Background: an optimization exercise with open tools, aiming at small area and a short achievable clock period. Do not read the settings as production practice. At most, simulation tests tie the RTL to the original design; equivalence was not proved. No functional check of the RTL was part of run 6. No driver is modelled on the clock port, so clocking that relies on it looks cheaper here than on a real chip. No activity file was given, so power comes from the tool's default toggle rates.

[design/flow/flow/run.sh]
#!/bin/bash
# The standard layout with two changes: plain buf_2 cells as the port buffers (every
# port still gets its own buffer), and before clock tree synthesis the flip-flops that
# drive many loads are given a stronger drive (same cell type, dfxtp_1 -> dfxtp_4)
set -euo pipefail
here=$(pwd)
export BUFFER_PORTS_ARGS="-buffer_cell sky130_fd_sc_hd__buf_2"
export PRE_CTS_TCL="$here/flow/upsize.tcl"
export UPSIZE_FANOUT=8
bash standard.sh > standard_flow.log 2>&1
[design/flow/flow/upsize.tcl]
# size up weak flip-flops that drive many loads (drive strength only, same cell type)
set n 0
foreach inst [all_registers] {
  set master [get_property $inst ref_name]
  if {$master eq "sky130_fd_sc_hd__dfxtp_1"} {
    set q [get_pins -of_objects $inst -filter "direction==output"]
    set fo [llength [get_pins -of_objects [get_nets -of_objects $q] -filter "direction==input"]]
    if {$fo >= $::env(UPSIZE_FANOUT)} { replace_cell $inst sky130_fd_sc_hd__dfxtp_4; incr n }
  }
}
puts "upsized $n flip-flops"
[design/flow/standard.sh]
#!/bin/bash
# synth_recipe.tcl (not shown) runs the flow's synth.tcl, then flattens the netlist and writes it again
# the make line also repeats each setting of config.mk as NAME=value (left out here)
make -C /OpenROAD-flow-scripts/flow DESIGN_CONFIG=/design/flow/config.mk WORK_HOME=/design/flow/orfs CLKGATE_MAP_FILE= SYNTH_SCRIPT=/design/flow/synth_recipe.tcl "${@:-finish}"
[design/flow/config.mk]
export PLATFORM = sky130hd
export DESIGN_NAME = spidergon_node
export DESIGN_NICKNAME = spidergon_node
export VERILOG_FILES = /design/flow/design.v
export SDC_FILE = /design/flow/constraint.sdc
export NUM_CORES = 4
export LEC_CHECK = 0
export CAP_MARGIN = 20
export CORE_MARGIN = 2
export CORE_UTILIZATION = 60
export CTS_CLUSTER_DIAMETER = 100
export CTS_CLUSTER_SIZE = 20
export PLACE_DENSITY = 0.75
export SETUP_SLACK_MARGIN = 2.9
export SLEW_MARGIN = 20
export TNS_END_PERCENT = 0
[design/flow/constraint.sdc]
create_clock -name core_clock -period 6.0 [get_ports {clk}]
set_input_delay 1.2000 -clock core_clock [delete_from_list [all_inputs] [get_ports {clk}]]
set_output_delay 1.2000 -clock core_clock [all_outputs]
set_load 0.01 [all_outputs]
[design/flow/design.v]
package noc_pkg;
	localparam int num_nodes = 8;
	localparam int node_w = $clog2(num_nodes);
	localparam int num_ports = 3;
	localparam int num_vcs = 2;
	localparam int vc_w = $clog2(num_vcs);
	localparam int vc_depth = 2;
	localparam int flit_data_w = 15;
	localparam int flit_w = 2 + vc_w + flit_data_w;
	localparam int kind_lsb = vc_w + flit_data_w;
	localparam int vc_lsb = flit_data_w;
	localparam logic [1:0] port_anticlockwise = 2'd0;
	localparam logic [1:0] port_clockwise = 2'd1;
	localparam logic [1:0] port_across = 2'd2;
	localparam logic [1:0] port_local = 2'd3;
	localparam logic [1:0] kind_tail = 2'b00;
	localparam logic [1:0] kind_head = 2'b01;
	localparam logic [1:0] kind_body = 2'b10;
	localparam logic [1:0] kind_header = 2'b11;
	function automatic logic [1:0] route_dir(input logic [2:0] dest,
		input logic [2:0] cur);
		logic [2:0] d;
		d = dest - cur;
		case (d)
			3'd0: route_dir = port_local;
			3'd1, 3'd2: route_dir = port_clockwise;
			3'd6, 3'd7: route_dir = port_anticlockwise;
			default: route_dir = port_across;
		endcase
	endfunction
endpackage
`timescale 1ns/100ps
module spidergon_node #(
	parameter logic [noc_pkg::node_w-1:0] node_id = 0
) (
	input logic clk,
	input logic reset,
	input logic [noc_pkg::flit_w-1:0] in_flit_across,
	input logic [noc_pkg::flit_w-1:0] in_flit_clockwise,
	input logic [noc_pkg::flit_w-1:0] in_flit_anticlockwise,
	input logic [noc_pkg::num_ports-1:0] in_valid,
	output logic [noc_pkg::num_ports*noc_pkg::num_vcs-1:0] vc_free,
	output logic [noc_pkg::num_ports*noc_pkg::num_vcs-1:0] vc_full,
	output logic [noc_pkg::flit_w-1:0] out_flit_across,
	output logic [noc_pkg::flit_w-1:0] out_flit_clockwise,
	output logic [noc_pkg::flit_w-1:0] out_flit_anticlockwise,
	output logic [noc_pkg::num_ports-1:0] out_valid,
	input logic [noc_pkg::num_ports*noc_pkg::num_vcs-1:0] adj_vc_free,
	input logic [noc_pkg::num_ports*noc_pkg::num_vcs-1:0] adj_vc_full,
	output logic [noc_pkg::flit_w-1:0] eject_flit,
	output logic eject_valid
);
	localparam int nb = 6;
	localparam int sw = 17;
	logic [2:0][noc_pkg::flit_w-1:0] in_f;
	assign in_f[0] = in_flit_anticlockwise;
	assign in_f[1] = in_flit_clockwise;
	assign in_f[2] = in_flit_across;
	logic [nb-1:0][sw-1:0] mem0, mem1;
	logic [nb-1:0] rd;        
	logic [nb-1:0] rdb;       
	logic [nb-1:0] ne;        
	logic [nb-1:0] full;
	logic [nb-1:0] free;      
	logic [nb-1:0][1:0] ldir;
	logic [nb-1:0] wr_en;
	logic [nb-1:0] deq;
	logic [nb-1:0][1:0] fk;   
	logic [nb-1:0][2:0] fdest;
	logic [nb-1:0] head;      
	logic [nb-1:0][1:0] dir;
	logic [nb-1:0][sw-1:0] back;
	logic [3:0][nb-1:0] sel_q;
	logic [3:0][nb-1:0] lk;
	logic [3:0][nb-1:1] mask;
	logic [3:0][nb-1:0] req;
	logic [3:0][nb-1:0] grant;
	for (genvar b = 0; b < nb; b++)
	begin : g_buf
		localparam int p = b / 2;
		localparam int v = b % 2;
		logic [sw-1:0] fr;
		assign wr_en[b] = in_valid[p] && (in_f[p][15] == v) && !full[b];
		assign fr = rd[b] ? mem1[b] : mem0[b];
		assign back[b] = rdb[b] ? mem0[b] : mem1[b];
		assign fk[b] = fr[16:15];
		assign fdest[b] = fr[14:12];
		assign head[b] = fk[b][0];
		assign dir[b] = head[b] ? noc_pkg::route_dir(fdest[b], node_id) : ldir[b];
		always_ff @(posedge clk)
		begin
			if (wr_en[b] && !(rd[b] ^ ne[b]))
				mem0[b] <= {in_f[p][17:16], in_f[p][14:0]};
			if (wr_en[b] && (rd[b] ^ ne[b]))
				mem1[b] <= {in_f[p][17:16], in_f[p][14:0]};
		end
		always_ff @(posedge clk)
		begin
			rd[b] <= (rd[b] && !reset) ^ deq[b];
			rdb[b] <= (rdb[b] && !reset) ^ deq[b];
		end
		always_ff @(posedge clk)
		begin
			if (reset)
			begin
				ne[b] <= 1'b0;
				full[b] <= 1'b0;
				free[b] <= 1'b1;
				ldir[b] <= noc_pkg::port_local;
			end
			else
			begin
				ne[b] <= wr_en[b] || (ne[b] && !(deq[b] && !full[b]));
				full[b] <= full[b] ? !deq[b] : (ne[b] && wr_en[b] && !deq[b]);
				if (wr_en[b] && in_f[p][16])
					free[b] <= 1'b0;
				else if (deq[b] && (fk[b][1] == fk[b][0]))
					free[b] <= 1'b1;
				if (ne[b] && fk[b] == noc_pkg::kind_head)
					ldir[b] <= dir[b];
			end
		end
		assign deq[b] = grant[0][b] | grant[1][b] | grant[2][b] | grant[3][b];
	end
	assign vc_free = free;
	assign vc_full = full;
	for (genvar o = 0; o < 4; o++)
	begin : g_out
		logic [nb-1:0] hi;
				logic [nb-1:1] kill;
		logic [sw-1:0] of;
		for (genvar b = 0; b < nb; b++)
		begin : g_req
			logic ok_lock;
			logic ok_flow;
			assign ok_lock = !(|lk[o]) || lk[o][b];
			if (o == 3)
				assign ok_flow = 1'b1;
			else
				assign ok_flow = !adj_vc_full[o*2 + b%2] && (!head[b] || adj_vc_free[o*2 + b%2]);
			assign req[o][b] = ne[b] && (dir[b] == o) && ok_lock && ok_flow;
		end
		assign hi = req[o] & {mask[o], 1'b0};
		for (genvar b = 0; b < nb; b++)
		begin : g_grant
			if (b == 0)
				assign grant[o][b] = req[o][b] && !(|hi);
			else
				assign grant[o][b] = req[o][b] && (mask[o][b] ? !(|hi[b-1:0]) :
					!(|hi) && !(|req[o][b-1:0]));
			if (b > 0)
				assign kill[b] = |grant[o][b-1:0];
		end
		always_ff @(posedge clk)
		begin
			if (reset)
			begin
				sel_q[o] <= '0;
				lk[o] <= '0;
				mask[o] <= '0;
			end
			else
			begin
				sel_q[o] <= grant[o];
				for (int b = 0; b < nb; b++)
				begin
					if (grant[o][b])
						lk[o][b] <= (fk[b] == noc_pkg::kind_head) ||
							(fk[b] != noc_pkg::kind_tail && lk[o][b]);
				end
				if (|req[o])
					mask[o] <= kill[nb-1:1];
			end
		end
		always_comb
		begin
			of = '0;
			for (int b = 0; b < nb; b++)
				if (sel_q[o][b])
					of = of | back[b];
		end
		assign g_out_flit[o] = {of[16:15], sel_q[o][1] | sel_q[o][3] | sel_q[o][5], of[14:0]};
		assign g_out_valid[o] = |sel_q[o];
	end
	logic [3:0][noc_pkg::flit_w-1:0] g_out_flit;
	logic [3:0] g_out_valid;
	assign out_flit_anticlockwise = g_out_flit[0];
	assign out_flit_clockwise = g_out_flit[1];
	assign out_flit_across = g_out_flit[2];
	assign eject_flit = g_out_flit[3];
	assign out_valid = g_out_valid[2:0];
	assign eject_valid = g_out_valid[3];
endmodule
==> flow_summary_export.csv, run 1 <==
group,metric,value,unit
outcome,status,"no timing/DRC/antenna violations",
synthesis,yosys_warnings,1,
global_route,grt_max_degree,42,
global_route,grt_pass1_vias,12993,
clocking,cts_hold_buf,0,
synthesis,async_reset_ff_frac,0,
synthesis,netlist_area,15800,um2
synthesis,yosys.area.top_type,"edfxtp_1",
placed_design,gp_congestion,1.04,
setup_path,critPathMaxFanout,6,
final_layout,fillers,1806,
synthesis,ys_types,98,
sta,timing.fmax,307,MHz
routing,antenna_left,0,
sta,clock_skew,13.9,ps
synthesis,yosys_register_bits,314,
synthesis,synth-edff-count,204,
final_layout,final_nets,1658,
sta,rsz0062_at_grt,"yes",
sta,finalCritPeriodShare,0.542,
floorplan,core-area,25900,um2
clocking,cts_tree,"built",
global_route,grt.total_usage,0.377,
routing,drcViolationCount,0,
power_and_ir_drop,p_leak,6.93,nW
sta,slew_violations,0,
floorplan,die_area,27600,um2
routing,postRouteWirelength,55.3,mm
setup_path,max_stage_delay,400,ps
sta,hold_viol,0,
routing,first_pass_iters,7,
setup_path,arrival,2050,ps
floorplan,initial_core_util,0.609,
synthesis,synthCells,1424,
routing,avgViaCountPerCell,7.25,
clocking,clk_pin_slew,90,ps
final_layout,area_delta_synth_final,19.4,%
setup_path,cp.required,4800,ps
placed_design,dp_hpwl,37.1,mm
floorplan,rows,59,
placed_design,portBuffers,158,
sta,setup_viol_count_final,0,
setup_path,crit_path_cell_trace,"buf_12 -> mux2_4 -> a22oi_1 -> nand3_1 -> buf_2",
sta,timing_worst_slew_pin_value,1100,ps
synthesis,synthTopCellsByArea,"edfxtp_1 (39%), dfxtp_1 (14%), a22oi_1 (9.8%)",
final_layout,multiInputGateArea,7810,um2
clocking,cts_inserted_buffers,19,
final_layout,drive_gt1_frac,0.330,
final_layout,seqCellArea,8470,um2
clocking,clock_latency,540,ps
global_route,overflow,0,
floorplan,die_w,166,um
sta,fin_crit,3250,ps
synthesis,syn_avg_cell_area,11.1,um2
synthesis,yosysMostFrequentCell,"a22oi_1",
routing,drt_iter0_drc,2426,
sta,hold_ws,478,ps
power_and_ir_drop,irDropWorstVdd,0.339,mV
flow_run,max-cap-violations,0,
setup_path,crit_type,"flip-flop to output port",
power_and_ir_drop,power.density,339,nW/um2
worst_hold_path,timing.hold.worst.class,"flip-flop to flip-flop",
synthesis,ys_seq_area_frac,0.528,
synthesis,synthFlopType,"edfxtp_1",
setup_path,crit_slowest_cell,"dfxtp_4",
synthesis,synth_top_area_frac,0.388,
sta,slew_headroom,0.268,
routing,num_vias,13990,
sta,tns,0,ps
global_route,grt_pass1_wl,79.7,mm
floorplan,pin_count,159,
clocking,cts_sinks,314,
setup_path,cp-end-kind,"output port",
global_route,antenna_found_initial,1,
synthesis,synth_fp_nets,1501,
floorplan,fp.dieH,166,um
routing,wl_per_cell,28.6,um
setup_path,start_kind,"flip-flop",
synthesis,synthTopCellsByCount,"a22oi_1 (205), edfxtp_1 (204), dfxtp_1 (110)",
-- layout by cell type, fill, tap and decap left out, drive strengths merged, types with 33 or more instances in the layout --
cell type,synthesis,layout
a21oi,39,39
a22oi,205,205
buf,19,220
clkbuf,66,33
dfxtp,110,110
edfxtp,204,204
inv,44,45
mux2,103,103
nand2,80,80
nand3,84,84
nor2,94,94
o21ai,37,37
-- metrics by stage --
| step | std cells | setup WS, ps | power [mW] | utilization | area, um2 |
|---|---|---|---|---|---|
| after global routing | 1930 | 2710 | 6.58 | 0.727 | 18800 |
| after detailed placement | 1845 | 1970 | 4.52 | 0.647 | 16800 |
| after global placement | 1845 | 2120 | 4.48 | 0.647 | 16800 |
| final | 1930 | 2750 | 6.39 | 0.727 | 18800 |
| after CTS | 1900 | 2760 | 5.98 | 0.688 | 17800 |
| after floorplan | 1424 | 2480 | 3.89 | - | 15800 |
-- layout make-up --
cell class / instances / share of cell area
clock inverter: 2 / 0.000930
tap: 335 / 0.0223
clock buffer: 32 / 0.0278
antenna: 1 / 0.000133
sequential: 314 / 0.450
inverter: 45 / 0.00897
timing repair buffer: 221 / 0.0756
multi-input combinational: 980 / 0.415
-- routing by layer --
| layer | routed length (um) | global-route usage |
|---|---|---|
| met5 | 0 | 0 |
| met2 | 23400 | 0.551 |
| met1 | 21400 | 0.538 |
| met4 | 2730 | 0.137 |
| met3 | 7760 | 0.109 |
-- report_power, final --
group | switching [mW] | leakage [nW] | total [mW] | internal [mW]
sequential | 0.261 | 2.79 | 2.82 | 2.56
clock | 0.715 | 0.258 | 1.32 | 0.605
combinational | 1.33 | 3.88 | 2.25 | 0.921
total | 2.31 | 6.93 | 6.39 | 4.08
-- worst max-delay path, delay by kind of cell, from the launching register on --
family | cells | cell delay (ps)
flip-flops | 1 | 400
multiplexers | 1 | 350
buffers and inverters | 2 | 320
AO/OA/AOI/OAI | 1 | 270
AND/OR/NAND/NOR | 1 | 180
-- kinds of logic (layout without fill, tap and decap cells) --
kind of cell,after synthesis,after routing,share of synthesized area
adder cells (fa/ha/maj),6,6,0.00476
AND/OR/NAND/NOR,418,418,0.139
XOR/XNOR,26,26,0.0144
AO/OA/AOI/OAI,410,410,0.193
multiplexers,120,120,0.0877
flip-flops,314,314,0.528
other,0,1,0
buffers and inverters,130,300,0.0332
-- sequential cells by signal, summed over array words and instances, names as in the netlist, named ones only --
| signal | flops |
|---|---|
| mem0 | 102 |
| mem1 | 102 |
| sel_q | 24 |
| mask | 20 |
| ldir | 12 |
| free | 6 |
| full | 6 |
| ne | 6 |
| rd | 6 |
| rdb | 6 |
-- path summary, 6_finish.rpt --
check                               from               endpoint  slack (ps)  cells after the start
worst max register to register  mem1[31]                  ne[0]        2840                      9
worst min-delay path             free[0]                free[0]         480                      2
worst min register to register   free[0]                free[0]         480                      2
worst max-delay path              rdb[0]  out_flit_clockwise[1]        2750                      5
-- repair_timing --
action                                  in CTS  in global routing
cloned                                       0                  1
endpoints found under the setup margin     159                130
pin swaps                                    6                 36
gates resized for setup                     33                158
buffers inserted                            21                 28
==> run 2, diff against run 1 <==
--- a/design/flow/config.mk
+++ b/design/flow/config.mk
@@ -11,6 +11,6 @@
 export CTS_CLUSTER_DIAMETER = 100
 export CTS_CLUSTER_SIZE = 20
 export PLACE_DENSITY = 0.75
-export SETUP_SLACK_MARGIN = 2.9
+export SETUP_SLACK_MARGIN = 2.8
 export SLEW_MARGIN = 20
 export TNS_END_PERCENT = 0
==> run 2 against run 1 <==
Design area shrank 2.1%. Non-clock buffer count grew 3. First-iteration DRC count shrank 5.1%. Clock skew grew 0.86 ps. Area after synthesis is the same. Clock power is essentially flat. Critical endpoint is now eject_flit[1]. Power shrank 1.6%. Global-route usage shrank 0.45 points. Critical path depth is the same. Die area is the same. Sequential share of layout area grew 0.97 points. Critical path type unchanged. Register-to-register slack lost 50 ps.
==> flow_summary_export.csv, run 2 <==
group,metric,value,unit
synthesis,async_reset_ff_frac,0,
setup_path,max_stage_delay,430,ps
sta,hold_viol,0,
global_route,grt_pass1_wl,78.8,mm
setup_path,path_buf_inv,2,
synthesis,synth_top_area_frac,0.388,
sta,fin_crit,3250,ps
power_and_ir_drop,p_sw_frac,0.358,
sta,rsz0062_at_grt,"yes",
floorplan,fp.dieH,166,um
setup_path,start_kind,"flip-flop",
global_route,antenna_found_initial,0,
routing,num_vias,13935,
synthesis,synthFlopType,"edfxtp_1",
final_layout,stdcell_area,18400,um2
global_route,grt.total_usage,0.373,
routing,drcViolationCount,0,
setup_path,endpoint,"eject_flit[1]",
synthesis,yosys.area_share.adder,0.00476,
synthesis,syn_avg_cell_area,11.1,um2
routing,postRouteWirelength,54.6,mm
final_layout,fin_cells,1932,
clocking,clock_latency,540,ps
power_and_ir_drop,power_switching,2.25,mW
setup_path,reg2reg_to,"free[1]",
routing,antenna_left,0,
sta,hold_ws,479,ps
setup_path,crit_type,"flip-flop to output port",
synthesis,synth_fp_nets,1501,
power_and_ir_drop,p_comb_frac,0.344,
sta,slew_headroom,0.261,
synthesis,synthCells,1424,
clocking,cts_inserted_buffers,19,
clocking,cts_tree,"built",
setup_path,arrival,2050,ps
setup_path,r2r_setup_slack,2790,ps
routing,highest_layer,"met4",
final_layout,drive_gt1_frac,0.298,
routing,drt_iter0_drc,2302,
routing,first_pass_iters,7,
power_and_ir_drop,p_leak,6.76,nW
power_and_ir_drop,p_int,4.04,mW
routing,met2WireLength,23.1,mm
setup_path,reg2regPathDepth,11,
placed_design,gp_congestion,1.04,
sta,slew_violations,0,
power_and_ir_drop,irDropWorstVdd,0.329,mV
synthesis,yosys_register_bits,314,
setup_path,crit_start,"rdb[2]",
setup_path,critPathMaxFanout,8,
final_layout,antenna_cells,0,
worst_hold_path,timing.hold.worst.class,"flip-flop to flip-flop",
floorplan,pin_count,159,
synthesis,yosys.area_share.simple,0.139,
synthesis,yosys.area.top_type,"edfxtp_1",
placed_design,dp.cells,1845,
setup_path,cp.required,4800,ps
final_layout,fillers,1863,
clocking,cts_hold_buf,0,
synthesis,netlist_area,15800,um2
final_layout,final_cell_mix,"edfxtp_1 (204), a22oi_1 (191), buf_2 (157)",
synthesis,synthTopCellsByArea,"edfxtp_1 (39%), dfxtp_1 (14%), a22oi_1 (9.8%)",
power_and_ir_drop,pwr-share-clk,0.210,
synthesis,synth-edff-count,204,
sta,timing_worst_slew_pin_value,1110,ps
final_layout,final_nets,1661,
routing,wl_per_cell,28.2,um
synthesis,synth_compound_area_frac,0.193,
routing,wl_met1,21.0,mm
placed_design,dp_hpwl,37.1,mm
sta,tns,0,ps
setup_path,crit_path_cell_trace,"clkbuf_16 -> mux2_4 -> a22oi_1 -> nand3_1 -> buf_2",
final_layout,area_delta_synth_final,16.9,%
synthesis,ys_types,98,
flow_run,max-cap-violations,0,
final_layout,multiInputGateArea,7420,um2
synthesis,synth_top_family_by_area,"compound AO/OA/AOI/OAI gates",
setup_path,cp_num_cells,5,
setup_path,crit_slowest_cell,"dfxtp_4",
sta,finalCritPeriodShare,0.542,
power_and_ir_drop,fin_total_pwr,6.29,mW
placed_design,dpl_cell_area,16800,um2
synthesis,synthTopCellsByCount,"a22oi_1 (205), edfxtp_1 (204), dfxtp_1 (110)",
setup_path,cp_top_family,"flip-flops",
final_layout,largestRegisters,"mem0 x102, mem1 x102, sel_q x24",
power_and_ir_drop,p_seq_frac,0.446,
synthesis,ys_seq_area_frac,0.528,
outcome,status,"no timing/DRC/antenna violations",
synthesis,synth_mux_area_frac,0.0877,
global_route,grt_pass1_vias,12920,
final_layout,seqCellArea,8470,um2
sta,worst_slack,2750,ps
synthesis,yosys_warnings,1,
sta,setup_viol_count_final,0,
synthesis,yosysMostFrequentCell,"a22oi_1",
global_route,overflow,0,
synthesis,yosys.area_share.xor_xnor,0.0144,
sta,timing.fmax,308,MHz
clocking,cts_sinks,314,
routing,avgViaCountPerCell,7.21,
global_route,grt_max_degree,42,
final_layout,fin_util,0.712,
placed_design,portBuffers,158,
final_layout,layout_commonest_cell,"edfxtp_1",
power_and_ir_drop,power.density,341,nW/um2
routing,dr_wl_met3,7.73,mm
floorplan,rows,59,
sta,clock_skew,14.7,ps
floorplan,initial_core_util,0.609,
setup_path,cp-end-kind,"output port",
floorplan,die_w,166,um
floorplan,die_area,27600,um2
placed_design,pre_cts_slack,1970,ps
clocking,clk_pin_slew,90,ps
floorplan,core-area,25900,um2
setup_path,r2r_start,"mem0[31]",
## run 2: final cells by class
cell class,instances,area share
Clock inverter,2,0.000950
Timing Repair Buffer,224,0.0772
Sequential cell,314,0.459
Inverter,45,0.00916
Tap cell,335,0.0227
Multi-Input combinational cell,980,0.402
Clock buffer,32,0.0284
## run 2: kinds of logic (layout without fill, tap and decap cells)
family / count (synthesis) / after routing
muxes: 120 / 120
and+or+nand+nor: 418 / 418
adders and majority gates: 6 / 6
DFF: 314 / 314
buffers and inverters: 130 / 303
AOI/OAI and AO/OA: 410 / 410
xor gates and xnor gates: 26 / 26
## run 2: power groups by stage
stage               Clock [mW]  Combinational, mW  Sequential [mW]
floorplan                    0               1.23             2.66
global placement             0               1.59             2.90
detailed placement           0               1.61             2.91
CTS                       1.33               1.69             2.86
global route              1.40               2.25             2.82
finish                    1.32               2.17             2.80
## run 2: tightest hold or removal path, cell delays in order, from the launching register on
cell and delay [ps]:
dfxtp_1 340, a21oi_1 60, o21ai_1 60
## run 2: repair_timing
item                       4_1_cts  5_1_grt
resized for setup               23       82
setup buffers                    7       45
hold endpoints to repair         0        0
setup endpoints to repair      108      122
pin swaps                        5       21
cloned                           0        1
## run 2: worst min-delay path by stage
stage                     startpoint       to  slack [ps]  depth (start not counted)
final                        free[0]  free[0]         480                          2
after global routing         mask[7]  mask[7]         500                          2
after CTS                    free[0]  free[0]         480                          2
after detailed placement     free[0]  free[0]         460                          2
after global placement       ldir[1]  ldir[1]         460                          2
after floorplan              ldir[1]  ldir[1]         440                          2
## run 2: metal layers
metal / up-vias / GRT usage
li1: 5903 / -
met1: 6668 / 0.533
met2: 1124 / 0.541
met3: 240 / 0.109
met4: 0 / 0.138
met5: - / 0
==> run 3, diff against run 2 <==
--- a/design/flow/config.mk
+++ b/design/flow/config.mk
@@ -10,7 +10,7 @@
 export CORE_UTILIZATION = 60
 export CTS_CLUSTER_DIAMETER = 100
 export CTS_CLUSTER_SIZE = 20
-export PLACE_DENSITY = 0.75
+export PLACE_DENSITY = 0.85
 export SETUP_SLACK_MARGIN = 2.8
 export SLEW_MARGIN = 20
 export TNS_END_PERCENT = 0
==> run 3 against run 2 <==
Still clean on timing, DRC and antenna. Worst hold slack improved by 11 ps. First-iteration DRC count rose by 22%. Power is 0.11% higher. Clock skew up 11 ps. Sequential share of layout area decreased by 0.060 points. Core utilization is 0.082 points higher. Critical path depth unchanged. Global-route usage up 0.064 points. Routed wire length rose by 1.6%. Final cell count decreased by 0.10%. Setup slack got worse by 52 ps. Die area did not move. Largest cell class unchanged. Largest power group unchanged. Highest routed layer unchanged.
==> flow_summary_export.csv, run 3 <==
group,metric,value,unit
setup_path,cp.required,4800,ps
global_route,overflow,0,
routing,wl_per_cell,28.7,um
worst_hold_path,timing.hold.worst.class,"flip-flop to flip-flop",
clocking,cts_tree,"built",
power_and_ir_drop,fin_total_pwr,6.30,mW
sta,fin_crit,3300,ps
routing,first_pass_iters,10,
synthesis,yosys.area_share.simple,0.139,
final_layout,final_nets,1657,
sta,hold_viol,0,
sta,timing.fmax,303,MHz
sta,tns,0,ps
sta,timing_worst_slew_pin_value,1160,ps
global_route,grt_pass1_vias,12940,
setup_path,cp-end-kind,"output port",
power_and_ir_drop,p_comb_frac,0.342,
global_route,antenna_found_initial,2,
synthesis,synth_fp_nets,1501,
routing,num_vias,14069,
floorplan,die_area,27600,um2
sta,clock_skew,25.3,ps
final_layout,fin_cells,1930,
routing,postRouteWirelength,55.4,mm
synthesis,synthTopCellsByCount,"a22oi_1 (205), edfxtp_1 (204), dfxtp_1 (110)",
synthesis,netlist_area,15800,um2
setup_path,r2r_setup_slack,2750,ps
setup_path,start_kind,"flip-flop",
setup_path,reg2regPathDepth,10,
power_and_ir_drop,irDropWorstVdd,0.327,mV
placed_design,portBuffers,158,
placed_design,pre_cts_slack,2120,ps
sta,slew_violations,0,
outcome,status,"no timing/DRC/antenna violations",
synthesis,synthCells,1424,
floorplan,initial_core_util,0.609,
synthesis,async_reset_ff_frac,0,
synthesis,syn_avg_cell_area,11.1,um2
clocking,cts_hold_buf,0,
synthesis,yosys.area_share.xor_xnor,0.0144,
sta,rsz0062_at_grt,"yes",
synthesis,synth_compound_area_frac,0.193,
final_layout,drive_gt1_frac,0.306,
power_and_ir_drop,p_leak,6.75,nW
routing,avgViaCountPerCell,7.29,
synthesis,ys_seq_area_frac,0.528,
synthesis,yosys_register_bits,314,
synthesis,synth_top_family_by_area,"compound AO/OA/AOI/OAI gates",
synthesis,ys_types,98,
final_layout,multiInputGateArea,7470,um2
sta,slew_headroom,0.224,
power_and_ir_drop,p_sw_frac,0.359,
synthesis,yosys_warnings,1,
placed_design,dp_hpwl,37.0,mm
synthesis,synth_mux_area_frac,0.0877,
routing,drt_iter0_drc,2818,
floorplan,rows,59,
power_and_ir_drop,pwr-share-clk,0.212,
clocking,clk_pin_slew,90,ps
clocking,cts_inserted_buffers,19,
clocking,cts_sinks,314,
final_layout,layout_commonest_cell,"edfxtp_1",
power_and_ir_drop,p_int,4.03,mW
final_layout,largestRegisters,"mem0 x102, mem1 x102, sel_q x24",
global_route,grt.total_usage,0.373,
power_and_ir_drop,power_switching,2.26,mW
setup_path,critPathMaxFanout,8,
synthesis,yosys.area.top_type,"edfxtp_1",
worst_hold_path,min_to,"mask[2]",
flow_run,max-cap-violations,0,
synthesis,yosysMostFrequentCell,"a22oi_1",
synthesis,yosys.area_share.adder,0.00476,
synthesis,synth-edff-count,204,
final_layout,area_delta_synth_final,17.0,%
final_layout,final_cell_mix,"edfxtp_1 (204), a22oi_1 (174), buf_2 (158)",
floorplan,pin_count,159,
floorplan,die_w,166,um
placed_design,gp_congestion,1.01,
global_route,grt_max_degree,50,
power_and_ir_drop,p_seq_frac,0.446,
worst_hold_path,worstHoldStart,"mask[2]",
power_and_ir_drop,power.density,341,nW/um2
setup_path,crit_type,"flip-flop to output port",
synthesis,synth_top_area_frac,0.388,
floorplan,core-area,25900,um2
worst_hold_path,whs_path_depth,2,
sta,finalCritPeriodShare,0.551,
setup_path,reg2reg_to,"free[5]",
sta,worst_slack,2700,ps
floorplan,fp.dieH,166,um
global_route,grt_pass1_wl,78.8,mm
placed_design,dp.cells,1848,
setup_path,arrival,2100,ps
routing,antenna_left,0,
final_layout,seqCellArea,8460,um2
final_layout,fillers,1815,
synthesis,synthFlopType,"edfxtp_1",
routing,drcViolationCount,0,
clocking,clock_latency,550,ps
synthesis,synthTopCellsByArea,"edfxtp_1 (39%), dfxtp_1 (14%), a22oi_1 (9.8%)",
final_layout,fin_util,0.712,
sta,setup_viol_count_final,0,
## run 3: cell counts after synthesis
Identical to the previous run, type by type.
## run 3: cell families (layout without fill, tap and decap cells)
family | after synthesis | in the layout
multiplexers | 120 | 121
flip-flops | 314 | 314
AO/OA/AOI/OAI | 410 | 410
buffers and inverters | 130 | 298
other | 0 | 2
XOR/XNOR | 26 | 26
AND/OR/NAND/NOR | 418 | 418
adder cells (fa/ha/maj) | 6 | 6
## run 3: critical path, cell delays in order (launching register included)
cell,delay [ps]
dfxtp_4,440
buf_12,130
mux2_2,420
a22oi_1,230
nand3_1,160
buf_2,180
## run 3: cell type report
class / instances / share of cell area
Inverter: 45 / 0.00915
Timing Repair Buffer: 219 / 0.0750
Antenna cell: 2 / 0.000271
Clock buffer: 32 / 0.0289
Tap cell: 335 / 0.0227
Clock inverter: 2 / 0.000746
Multi-Input combinational cell: 981 / 0.405
Sequential cell: 314 / 0.459
## run 3: per-stage QoR
step	cell area, um2	hold WS, ps
after floorplan	15800	441
after global placement	16800	456
after detailed placement	16800	476
after CTS	17600	490
after global routing	18500	511
final	18500	490
## run 3: what timing repair did
action                     in CTS  in global routing
buffers inserted                8                 37
pin swaps                       4                 24
setup endpoints to repair      98                131
gates resized for setup        10                100
gates cloned                    0                  1
## run 3: layer usage
layer  up-vias  wire length (um)  global-route usage
met4         0              3120               0.151
li1       5905                 -                   -
met1      6623             20500               0.531
met3       280              8520              0.0996
met5         -                 0                   0
met2      1261             23300               0.546
## run 3: how the worst max path moves through the flow
stage	startpoint	to	slack, ps
3_3_place_gp	adj_vc_full[0]	free[3]	2050
5_1_grt	rdb[1]	out_flit_anticlockwise[9]	2670
3_5_place_dp	adj_vc_full[0]	free[3]	2120
6_report	rdb[1]	out_flit_clockwise[9]	2700
2_1_floorplan	in_flit_across[15]	mem0[68]	2480
4_1_cts	rdb[2]	out_flit_anticlockwise[16]	2660
## run 3: power by group through the flow
stage,clock (mW),sequential [mW],combinational [mW]
final,1.34,2.81,2.15
after global placement,0,2.89,1.59
after CTS,1.34,2.86,1.69
after global routing,1.42,2.82,2.23
after detailed placement,0,2.91,1.62
after floorplan,0,2.66,1.23
==> run 4, diff against run 3 <==
--- a/design/flow/flow/run.sh
+++ b/design/flow/flow/run.sh
@@ -6,5 +6,5 @@
 here=$(pwd)
 export BUFFER_PORTS_ARGS="-buffer_cell sky130_fd_sc_hd__buf_2"
 export PRE_CTS_TCL="$here/flow/upsize.tcl"
-export UPSIZE_FANOUT=8
+export UPSIZE_FANOUT=5
 bash standard.sh > standard_flow.log 2>&1
--- a/design/flow/config.mk
+++ b/design/flow/config.mk
@@ -10,7 +10,7 @@
 export CORE_UTILIZATION = 60
 export CTS_CLUSTER_DIAMETER = 100
 export CTS_CLUSTER_SIZE = 20
-export PLACE_DENSITY = 0.85
+export PLACE_DENSITY = 0.75
 export SETUP_SLACK_MARGIN = 2.8
 export SLEW_MARGIN = 20
 export TNS_END_PERCENT = 0
==> run 4 against run 3 <==
Still clean on timing, DRC and antenna. Setup slack improved by 37 ps. Clock skew fell by 14 ps. Via count shrank 0.73%. Power is 1.7% lower. Flip-flop and latch count unchanged. Die area did not move. Fmax is 1.1% higher. Critical path depth did not move. Largest power group unchanged.
==> flow_summary_export.csv, run 4 <==
group,metric,value,unit
synthesis,yosysMostFrequentCell,"a22oi_1",
floorplan,die_area,27600,um2
sta,clock_skew,11.3,ps
power_and_ir_drop,p_sw_frac,0.359,
placed_design,portBuffers,158,
synthesis,yosys.area_share.simple,0.139,
floorplan,die_w,166,um
sta,tns,0,ps
power_and_ir_drop,irDropWorstVdd,0.333,mV
placed_design,gp_congestion,1.04,
synthesis,synth-edff-count,204,
flow_run,max-cap-violations,0,
clocking,cts_tree,"built",
synthesis,syn_avg_cell_area,11.1,um2
sta,setup_viol_count_final,0,
setup_path,start_kind,"flip-flop",
setup_path,max_stage_delay,430,ps
setup_path,crit_path_cell_trace,"buf_4 -> mux2_2 -> a22oi_1 -> nand3_1 -> buf_2",
clocking,cts_hold_buf,0,
routing,postRouteWirelength,54.4,mm
synthesis,synthTopCellsByCount,"a22oi_1 (205), edfxtp_1 (204), dfxtp_1 (110)",
floorplan,rows,59,
worst_hold_path,timing.hold.worst.class,"flip-flop to flip-flop",
final_layout,fillers,1897,
power_and_ir_drop,p_comb_frac,0.335,
global_route,grt.total_usage,0.373,
synthesis,synthTopCellsByArea,"edfxtp_1 (39%), dfxtp_1 (14%), a22oi_1 (9.8%)",
clocking,cts_sinks,314,
synthesis,yosys.area_share.xor_xnor,0.0144,
final_layout,largestRegisters,"mem0 x102, mem1 x102, sel_q x24",
final_layout,drive_gt1_frac,0.299,
routing,avgViaCountPerCell,7.28,
placed_design,pre_cts_slack,1970,ps
synthesis,netlist_area,15800,um2
synthesis,yosys.area.top_type,"edfxtp_1",
synthesis,ys_types,98,
setup_path,r2r_setup_slack,2750,ps
floorplan,pin_count,159,
final_layout,stdcell_area,18200,um2
power_and_ir_drop,power_switching,2.22,mW
outcome,status,"no timing/DRC/antenna violations",
final_layout,area_delta_synth_final,15.4,%
setup_path,cp-end-kind,"output port",
routing,antenna_left,0,
setup_path,cp.required,4800,ps
routing,drcViolationCount,0,
global_route,antenna_found_initial,0,
placed_design,dpl_cell_area,16800,um2
global_route,grt_pass1_vias,12984,
power_and_ir_drop,fin_total_pwr,6.19,mW
power_and_ir_drop,p_seq_frac,0.452,
routing,drt_iter0_drc,2371,
floorplan,initial_core_util,0.609,
floorplan,fp.dieH,166,um
routing,num_vias,13966,
placed_design,dp_hpwl,37.1,mm
final_layout,final_cell_mix,"a22oi_1 (204), edfxtp_1 (204), buf_2 (158)",
clocking,clock_latency,540,ps
power_and_ir_drop,pwr-share-clk,0.214,
synthesis,synthFlopType,"edfxtp_1",
global_route,grt_max_degree,42,
routing,first_pass_iters,11,
global_route,overflow,0,
sta,fin_crit,3270,ps
synthesis,async_reset_ff_frac,0,
synthesis,yosys_warnings,1,
global_route,grt_pass1_wl,79.0,mm
final_layout,antenna_cells,0,
synthesis,synth_top_area_frac,0.388,
setup_path,crit_slowest_cell,"dfxtp_4",
setup_path,cp_top_family,"flip-flops",
setup_path,critPathMaxFanout,6,
sta,slew_headroom,0.271,
synthesis,ys_seq_area_frac,0.528,
sta,hold_viol,0,
final_layout,final_nets,1649,
synthesis,synth_top_family_by_area,"compound AO/OA/AOI/OAI gates",
setup_path,arrival,2070,ps
sta,finalCritPeriodShare,0.544,
synthesis,synth_fp_nets,1501,
sta,timing_worst_slew_pin_value,1090,ps
floorplan,core-area,25900,um2
synthesis,synth_compound_area_frac,0.193,
synthesis,yosys_register_bits,314,
sta,hold_ws,473,ps
synthesis,synthCells,1424,
synthesis,yosys.area_share.adder,0.00476,
sta,rsz0062_at_grt,"yes",
routing,wl_per_cell,28.3,um
synthesis,synth_mux_area_frac,0.0877,
setup_path,crit_type,"flip-flop to output port",
power_and_ir_drop,p_int,3.97,mW
power_and_ir_drop,power.density,340,nW/um2
clocking,cts_inserted_buffers,19,
power_and_ir_drop,p_leak,6.61,nW
sta,worst_slack,2730,ps
clocking,clk_pin_slew,90,ps
setup_path,path_buf_inv,2,
sta,slew_violations,0,
sta,timing.fmax,306,MHz
[run 4: kinds of logic after synthesis]
family / Yosys count
AOI/OAI and AO/OA: 410
adders and majority gates: 6
DFF: 314
buffers and inverters: 130
xor gates and xnor gates: 26
muxes: 120
and+or+nand+nor: 418
[run 4: per-layer routing]
metal	part of all wire	vias to the layer above	global-route usage
met2	0.42	1183	0.543
li1	-	5878	-
met5	0	-	0
met3	0.15	251	0.111
met1	0.38	6654	0.533
met4	0.048	0	0.136
[run 4: cell type report]
type	instances	area, um2	area share
clock buffer	31	520	0.0286
timing repair buffer	212	1310	0.0719
inverter	45	169	0.00928
multi-input combinational	980	7190	0.395
sequential	314	8580	0.471
clock inverter	2	17.5	0.000962
tap	335	419	0.0230
[run 4: path summary, 6_finish.rpt]
path	start	to	cells after the start
setup / recovery	rdb[2]	eject_flit[12]	5
hold / removal	free[0]	free[0]	2
setup reg to reg	mem0[98]	free[1]	10
hold reg to reg	free[0]	free[0]	2
[run 4: worst register-to-register path: stages (launching register included)]
cell      delay, ps
edfxtp_1        480
a211oi_1        320
a311o_1         230
nand3_1         160
or4bb_1         660
o22ai_1         310
nor3_1          150
o21ai_2         270
nand4_1         150
buf_4           200
a31o_2          230
[run 4: repair_timing]
action                     CTS  global route
pin swaps                    1             9
resized for setup           14            37
setup endpoints to repair  100           130
hold endpoints to repair     0             0
buffers inserted             4            37
[run 4: power groups by stage]
| stage | clock [mW] | combinational, mW | sequential, mW |
|---|---|---|---|
| 2_1_floorplan | 0 | 1.23 | 2.66 |
| 3_3_place_gp | 0 | 1.59 | 2.90 |
| 3_5_place_dp | 0 | 1.61 | 2.91 |
| 4_1_cts | 1.32 | 1.65 | 2.88 |
| 5_1_grt | 1.40 | 2.16 | 2.81 |
| 6_report | 1.32 | 2.07 | 2.80 |
[run 4: through the flow]
| step | utilization | instances |
|---|---|---|
| after global placement | 0.647 | 1845 |
| after floorplan | - | 1424 |
| after global routing | 0.703 | 1919 |
| after detailed placement | 0.647 | 1845 |
| after CTS | 0.682 | 1882 |
| final | 0.703 | 1919 |
==> run 5, diff against run 4 <==
--- a/design/flow/flow/run.sh
+++ b/design/flow/flow/run.sh
@@ -6,5 +6,5 @@
 here=$(pwd)
 export BUFFER_PORTS_ARGS="-buffer_cell sky130_fd_sc_hd__buf_2"
 export PRE_CTS_TCL="$here/flow/upsize.tcl"
-export UPSIZE_FANOUT=5
+export UPSIZE_FANOUT=8
 bash standard.sh > standard_flow.log 2>&1
--- a/design/flow/config.mk
+++ b/design/flow/config.mk
@@ -9,7 +9,7 @@
 export CORE_MARGIN = 2
 export CORE_UTILIZATION = 60
 export CTS_CLUSTER_DIAMETER = 100
-export CTS_CLUSTER_SIZE = 20
+export CTS_CLUSTER_SIZE = 25
 export PLACE_DENSITY = 0.75
 export SETUP_SLACK_MARGIN = 2.8
 export SLEW_MARGIN = 20
==> run 5 against run 4 <==
Still clean on timing, DRC and antenna. Power shrank 0.11%. Sequential share of layout area shrank 0.87 points. Clock skew grew 25 ps. Global-route usage shrank 0.33 points. Area after synthesis is the same. Largest cell class unchanged. Largest power group unchanged.
==> flow_summary_export.csv, run 5 <==
group,metric,value,unit
outcome,status,"no timing/DRC/antenna violations",
power_and_ir_drop,irDropWorstVdd,0.279,mV
synthesis,yosys.area.top_type,"edfxtp_1",
synthesis,ys_types,98,
setup_path,r2r_setup_slack,2820,ps
sta,fin_crit,3280,ps
final_layout,layout_commonest_cell,"edfxtp_1",
floorplan,pin_count,159,
worst_hold_path,whs_path_depth,2,
sta,timing.fmax,304,MHz
routing,avgViaCountPerCell,7.27,
sta,rsz0062_at_grt,"yes",
routing,first_pass_iters,7,
clocking,cts_inserted_buffers,16,
routing,drt_iter0_drc,2265,
routing,postRouteWirelength,54.3,mm
clocking,cts_sinks,314,
synthesis,synthFlopType,"edfxtp_1",
synthesis,yosys.area_share.adder,0.00476,
placed_design,dp_hpwl,37.1,mm
power_and_ir_drop,p_leak,6.71,nW
sta,setup_viol_count_final,0,
global_route,grt.total_usage,0.370,
synthesis,synth_mux_area_frac,0.0877,
placed_design,dp.cells,1845,
power_and_ir_drop,power.density,338,nW/um2
final_layout,final_nets,1662,
global_route,grt_max_degree,42,
floorplan,die_area,27600,um2
global_route,overflow,0,
synthesis,synthTopCellsByArea,"edfxtp_1 (39%), dfxtp_1 (14%), a22oi_1 (9.8%)",
sta,worst_slack,2720,ps
setup_path,crit_type,"flip-flop to output port",
synthesis,yosysMostFrequentCell,"a22oi_1",
sta,hold_viol,0,
setup_path,cp.required,4800,ps
clocking,cts_tree,"built",
floorplan,die_w,166,um
setup_path,reg2regPathDepth,10,
final_layout,area_delta_synth_final,16.0,%
setup_path,cp-end-kind,"output port",
clocking,clock_latency,530,ps
floorplan,core-area,25900,um2
setup_path,r2r_start,"rd[0]",
final_layout,fin_util,0.706,
synthesis,yosys.area_share.xor_xnor,0.0144,
worst_hold_path,worstHoldStart,"free[0]",
sta,finalCritPeriodShare,0.547,
synthesis,synth_compound_area_frac,0.193,
synthesis,synth_top_area_frac,0.388,
synthesis,yosys_register_bits,314,
synthesis,netlist_area,15800,um2
sta,timing_worst_slew_pin_value,1090,ps
worst_hold_path,min_to,"free[0]",
synthesis,synth_fp_nets,1501,
synthesis,synth-edff-count,204,
global_route,grt_pass1_wl,78.4,mm
floorplan,rows,59,
global_route,grt_pass1_vias,12784,
final_layout,fillers,1900,
placed_design,portBuffers,158,
final_layout,stdcell_area,18300,um2
final_layout,drive_gt1_frac,0.293,
sta,tns,0,ps
setup_path,critPathMaxFanout,9,
floorplan,fp.dieH,166,um
synthesis,yosys.area_share.simple,0.139,
sta,slew_violations,0,
clocking,clk_pin_slew,100,ps
placed_design,dpl_cell_area,16800,um2
synthesis,syn_avg_cell_area,11.1,um2
routing,wl_per_cell,28.1,um
routing,antenna_left,0,
final_layout,final_cell_mix,"edfxtp_1 (204), a22oi_1 (202), buf_2 (158)",
worst_hold_path,timing.hold.worst.class,"flip-flop to flip-flop",
synthesis,synth_top_family_by_area,"compound AO/OA/AOI/OAI gates",
routing,num_vias,14042,
routing,drcViolationCount,0,
sta,slew_headroom,0.272,
final_layout,largestRegisters,"mem0 x102, mem1 x102, sel_q x24",
sta,clock_skew,36.2,ps
placed_design,pre_cts_slack,1970,ps
setup_path,arrival,2080,ps
placed_design,gp_congestion,1.04,
synthesis,yosys_warnings,1,
synthesis,synthTopCellsByCount,"a22oi_1 (205), edfxtp_1 (204), dfxtp_1 (110)",
setup_path,start_kind,"flip-flop",
synthesis,async_reset_ff_frac,0,
flow_run,max-cap-violations,0,
global_route,antenna_found_initial,0,
floorplan,initial_core_util,0.609,
final_layout,fin_cells,1932,
synthesis,synthCells,1424,
synthesis,ys_seq_area_frac,0.528,
## run 5: cell counts after synthesis
Identical to the previous run, type by type.
## run 5: worst max-delay path by stage
stage	startpoint	endpoint	slack, ps	depth (start not counted)
6_report	rdb[3]	out_flit_across[13]	2720	5
3_5_place_dp	rd[5]	free[1]	1970	9
2_1_floorplan	in_flit_across[15]	mem0[68]	2480	1
3_3_place_gp	adj_vc_full[0]	free[1]	2120	10
4_1_cts	rd[5]	free[2]	2720	9
5_1_grt	rd[0]	flip-flop	2710	10
## run 5: area by class of cell
cell class / instances / area (um2) / area share
inverters: 45 / 169 / 0.00923
repair buffers: 228 / 1430 / 0.0782
clock inverters: 3 / 31.3 / 0.00171
diodes: 2 / 5.00 / 0.000274
flip-flops and latches: 314 / 8460 / 0.463
well taps: 335 / 419 / 0.0229
multi-input cells: 980 / 7320 / 0.400
clock buffers: 25 / 455 / 0.0249
## run 5: kinds of logic after synthesis
logic type      after synthesis
buf+inv                     130
fa+ha+maj                     6
xor+xnor                     26
simple gates                418
mux                         120
compound gates              410
flops                       314
## run 5: critical path, cell delays in order (launching register included)
cell,delay (ps)
dfxtp_4,380
buf_12,130
mux2_2,420
a22oi_1,260
nand3_1,200
buf_2,190
## run 5: stage by stage
stage	hold slack [ps]	total power, mW
after CTS	485	5.77
after global placement	462	4.48
after global routing	506	6.37
after detailed placement	465	4.52
after floorplan	441	3.89
final	483	6.18
## run 5: timing repair
item / CTS / global route
pin swaps: 5 / 14
hold buffers: 0 / 0
buffers inserted: 6 / 51
endpoints found under the setup margin: 96 / 119
resized for setup: 22 / 54
## run 5: report_power, final
group	internal [mW]	switching, mW	leakage, nW	total [mW]
combinational	0.871	1.29	3.68	2.17
sequential	2.56	0.234	2.79	2.79
clock	0.555	0.669	0.236	1.22
## run 5: routing by layer
metal | vias to the layer above | share of wire | GRT usage
met5 | - | 0 | 0
met3 | 250 | 0.14 | 0.110
met2 | 1182 | 0.42 | 0.539
met4 | 0 | 0.051 | 0.131
met1 | 6713 | 0.39 | 0.530
li1 | 5897 | - | -
==> run 6, diff against run 5 <==
--- a/design/flow/design.v
+++ b/design/flow/design.v
@@ -71,6 +71,7 @@
 	logic [nb-1:0][1:0] dir;
 	logic [nb-1:0][sw-1:0] back;
 	logic [3:0][nb-1:0] sel_q;
+	logic [3:0] valid_q;       
 	logic [3:0][nb-1:0] lk;
 	logic [3:0][nb-1:1] mask;
 	logic [3:0][nb-1:0] req;
@@ -156,12 +157,14 @@
 			if (reset)
 			begin
 				sel_q[o] <= '0;
+				valid_q[o] <= 1'b0;
 				lk[o] <= '0;
 				mask[o] <= '0;
 			end
 			else
 			begin
 				sel_q[o] <= grant[o];
+				valid_q[o] <= |req[o];
 				for (int b = 0; b < nb; b++)
 				begin
 					if (grant[o][b])
@@ -180,7 +183,7 @@
 					of = of | back[b];
 		end
 		assign g_out_flit[o] = {of[16:15], sel_q[o][1] | sel_q[o][3] | sel_q[o][5], of[14:0]};
-		assign g_out_valid[o] = |sel_q[o];
+		assign g_out_valid[o] = valid_q[o];
 	end
 	logic [3:0][noc_pkg::flit_w-1:0] g_out_flit;
 	logic [3:0] g_out_valid;
--- a/design/flow/config.mk
+++ b/design/flow/config.mk
@@ -9,7 +9,7 @@
 export CORE_MARGIN = 2
 export CORE_UTILIZATION = 60
 export CTS_CLUSTER_DIAMETER = 100
-export CTS_CLUSTER_SIZE = 25
+export CTS_CLUSTER_SIZE = 20
 export PLACE_DENSITY = 0.75
 export SETUP_SLACK_MARGIN = 2.8
 export SLEW_MARGIN = 20
==> run 6 against run 5 <==
Still clean. Fmax fell by 0.29%. Power rose by 4.0%. Area after synthesis increased by 0.54%. Register-to-register slack lost 30 ps. Final cell count fell by 0.57%. Highest routed layer unchanged.
==> flow_summary_export.csv, run 6 <==
group,metric,value,unit
outcome,status,"no timing/DRC/antenna violations",
floorplan,rows,59,
synthesis,async_reset_ff_frac,0,
power_and_ir_drop,power.density,347,nW/um2
global_route,grt_pass1_vias,12660,
setup_path,arrival,2090,ps
placed_design,gp_congestion,0.994,
setup_path,cp-end-kind,"output port",
routing,antenna_left,0,
power_and_ir_drop,p_comb_frac,0.344,
final_layout,final_cell_mix,"edfxtp_1 (204), a22oi_1 (167), buf_2 (157)",
clocking,clk_pin_slew,80,ps
synthesis,yosys_register_bits,318,
routing,num_vias,13831,
power_and_ir_drop,p_leak,6.81,nW
power_and_ir_drop,p_int,4.14,mW
flow_run,max-cap-violations,0,
routing,wl_per_cell,28.1,um
worst_hold_path,timing.hold.worst.class,"flip-flop to flip-flop",
final_layout,area_delta_synth_final,16.7,%
global_route,grt_max_degree,68,
global_route,grt.total_usage,0.366,
synthesis,synthTopCellsByArea,"edfxtp_1 (39%), dfxtp_1 (14%), a22oi_1 (9.7%)",
power_and_ir_drop,pwr-share-clk,0.208,
setup_path,cp.required,4800,ps
floorplan,pin_count,159,
clocking,cts_tree,"built",
floorplan,initial_core_util,0.610,
synthesis,synth_top_area_frac,0.386,
synthesis,yosys.area.top_type,"edfxtp_1",
sta,clock_skew,28.2,ps
global_route,grt_pass1_wl,77.7,mm
clocking,cts_sinks,318,
synthesis,ys_seq_area_frac,0.530,
synthesis,synthCells,1431,
setup_path,critPathMaxFanout,7,
synthesis,synth_mux_area_frac,0.0841,
clocking,cts_inserted_buffers,19,
synthesis,netlist_area,15900,um2
sta,hold_viol,0,
power_and_ir_drop,p_seq_frac,0.448,
synthesis,yosys.area_share.simple,0.148,
synthesis,synth_fp_nets,1508,
routing,first_pass_iters,8,
power_and_ir_drop,power_switching,2.29,mW
synthesis,yosys_warnings,1,
setup_path,start_kind,"flip-flop",
setup_path,r2r_setup_slack,2790,ps
placed_design,portBuffers,158,
floorplan,fp.dieH,167,um
synthesis,synth-edff-count,204,
synthesis,synthTopCellsByCount,"a22oi_1 (204), edfxtp_1 (204), dfxtp_1 (114)",
sta,fin_crit,3290,ps
final_layout,final_nets,1649,
routing,drt_iter0_drc,2511,
synthesis,synthFlopType,"edfxtp_1",
final_layout,largestRegisters,"mem0 x102, mem1 x102, sel_q x24",
sta,timing.fmax,304,MHz
synthesis,yosys.area_share.xor_xnor,0.0133,
placed_design,dp_hpwl,36.7,mm
final_layout,drive_gt1_frac,0.308,
power_and_ir_drop,irDropWorstVdd,0.298,mV
setup_path,crit_type,"flip-flop to output port",
clocking,clock_latency,540,ps
sta,slew_violations,0,
routing,drcViolationCount,0,
floorplan,die_w,167,um
synthesis,yosys.area_share.adder,0.00473,
sta,setup_viol_count_final,0,
global_route,antenna_found_initial,1,
synthesis,syn_avg_cell_area,11.1,um2
placed_design,dp.cells,1845,
synthesis,synth_top_family_by_area,"compound AO/OA/AOI/OAI gates",
sta,rsz0062_at_grt,"yes",
floorplan,core-area,26000,um2
sta,tns,0,ps
final_layout,fin_cells,1921,
global_route,overflow,0,
routing,postRouteWirelength,54.1,mm
synthesis,ys_types,101,
sta,slew_headroom,0.256,
routing,avgViaCountPerCell,7.20,
final_layout,layout_commonest_cell,"edfxtp_1",
power_and_ir_drop,p_sw_frac,0.357,
sta,finalCritPeriodShare,0.549,
synthesis,synth_compound_area_frac,0.185,
sta,timing_worst_slew_pin_value,1120,ps
floorplan,die_area,27800,um2
## run 6: cell count changes in the layout (fill, tap and decap cells not counted), moves of 12 or more
cell	previous run	this run
buf_4	58	36
a22oi_1	202	167
a22oi_2	3	37
mux2_4	12	45
nand3_1	83	71
mux2_2	91	61
## run 6: power groups by stage
| stage | Sequential [mW] | Clock, mW | Combinational (mW) |
|---|---|---|---|
| after global routing | 2.90 | 1.40 | 2.30 |
| after detailed placement | 2.96 | 0 | 1.65 |
| after CTS | 2.88 | 1.33 | 1.85 |
| final | 2.88 | 1.33 | 2.21 |
| after global placement | 2.95 | 0 | 1.62 |
| after floorplan | 2.72 | 0 | 1.25 |
## run 6: final cells by class
type / instances / area (um2)
inverters: 47 / 176
fillers: 1875 / 7480
diodes: 1 / 2.50
multi-input cells: 979 / 7500
flip-flops and latches: 318 / 8550
clock buffers: 32 / 524
repair buffers: 207 / 1310
clock inverters: 2 / 26.3
well taps: 335 / 419
## run 6: stage by stage
| stage | hold WS, ps | utilization | power, mW | cell area, um2 | setup slack [ps] |
|---|---|---|---|---|---|
| 2_1_floorplan | 448 | - | 3.97 | 15900 | 2480 |
| 3_3_place_gp | 446 | 0.646 | 4.58 | 16800 | 2120 |
| 3_5_place_dp | 450 | 0.646 | 4.61 | 16800 | 2130 |
| 4_1_cts | 470 | 0.684 | 6.06 | 17800 | 2730 |
| 5_1_grt | 503 | 0.712 | 6.60 | 18500 | 2700 |
| 6_report | 469 | 0.712 | 6.43 | 18500 | 2710 |
## run 6: logic make-up (layout without fill, tap and decap cells)
group,Yosys count,count (layout)
other,0,1
and+or+nand+nor,432,432
xor gates and xnor gates,24,24
adders and majority gates,6,6
buffers and inverters,134,288
AOI/OAI and AO/OA,399,399
DFF,318,318
muxes,118,118
## run 6: path summary, 6_finish.rpt
kind,from,endpoint,cells after the start
setup / recovery,rdb[0],out_flit_anticlockwise[14],7
hold / removal,free[2],free[2],2
hold reg to reg,free[2],free[2],2
setup reg to reg,flip-flop,full[4],9
## run 6: critical path: stages, from the launching register on
cell and delay (ps):
dfxtp_4 370, buf_4 190, buf_4 140, nand2_1 50, o21ai_1 300, a22oi_1 130, nand3_1 220, buf_2 170
## run 6: what timing repair did
action	4_1_cts	5_1_grt
endpoints found under the setup margin	105	129
pin swaps	1	25
setup buffers	18	23
hold endpoints to repair	0	0
resized for setup	11	118
hold buffers	0	0
## run 6: routing by layer
metal  GRT usage  part of all wire
met3      0.0734              0.13
met1       0.538              0.39
met4       0.126             0.047
met5           0                 0
met2       0.546              0.44

[afterwards: timing with drivers on the ports]
In the flow no input, the clock included, has a driving cell. The finished layouts below were timed again as built, in two steps.
Step 1 assumes that a clkbuf_16 drives the clock port and a buf_2 every other input.
Step 2 also shifts input and output timing later by t, the mid clock arrival at the registers, as if the neighbouring blocks saw the same clock.
Three values: no drivers, after step 1, after step 2; two values: the first two.
run | t (ns) | slack for setup (ns) | hold slack, ns | slew at the worst register clock pin (ns) | cell pins on the clock port's net
run 1 | 0.582 | 2.746 / 2.694 / 2.359 | 0.478 / 0.478 / 0.478 | 0.09 / 0.09 | 1
run 2 | 0.581 | 2.749 / 2.697 / 2.300 | 0.479 / 0.479 / 0.479 | 0.09 / 0.09 | 1
run 3 | 0.581 | 2.696 / 2.650 / 2.352 | 0.490 / 0.490 / 0.490 | 0.10 / 0.10 | 1
run 4 | 0.583 | 2.733 / 2.682 / 2.264 | 0.473 / 0.473 / 0.473 | 0.10 / 0.10 | 1
run 5 | 0.560 | 2.715 / 2.665 / 2.348 | 0.483 / 0.483 / 0.483 | 0.10 / 0.10 | 1
run 6 | 0.571 | 2.705 / 2.653 / 2.400 | 0.469 / 0.469 / 0.469 | 0.09 / 0.09 | 1
After both steps setup and hold are still met in every run listed. For run 4, which loses most, drivers alone change the setup slack by -0.051 ns; drivers and shift together by -0.469 ns.
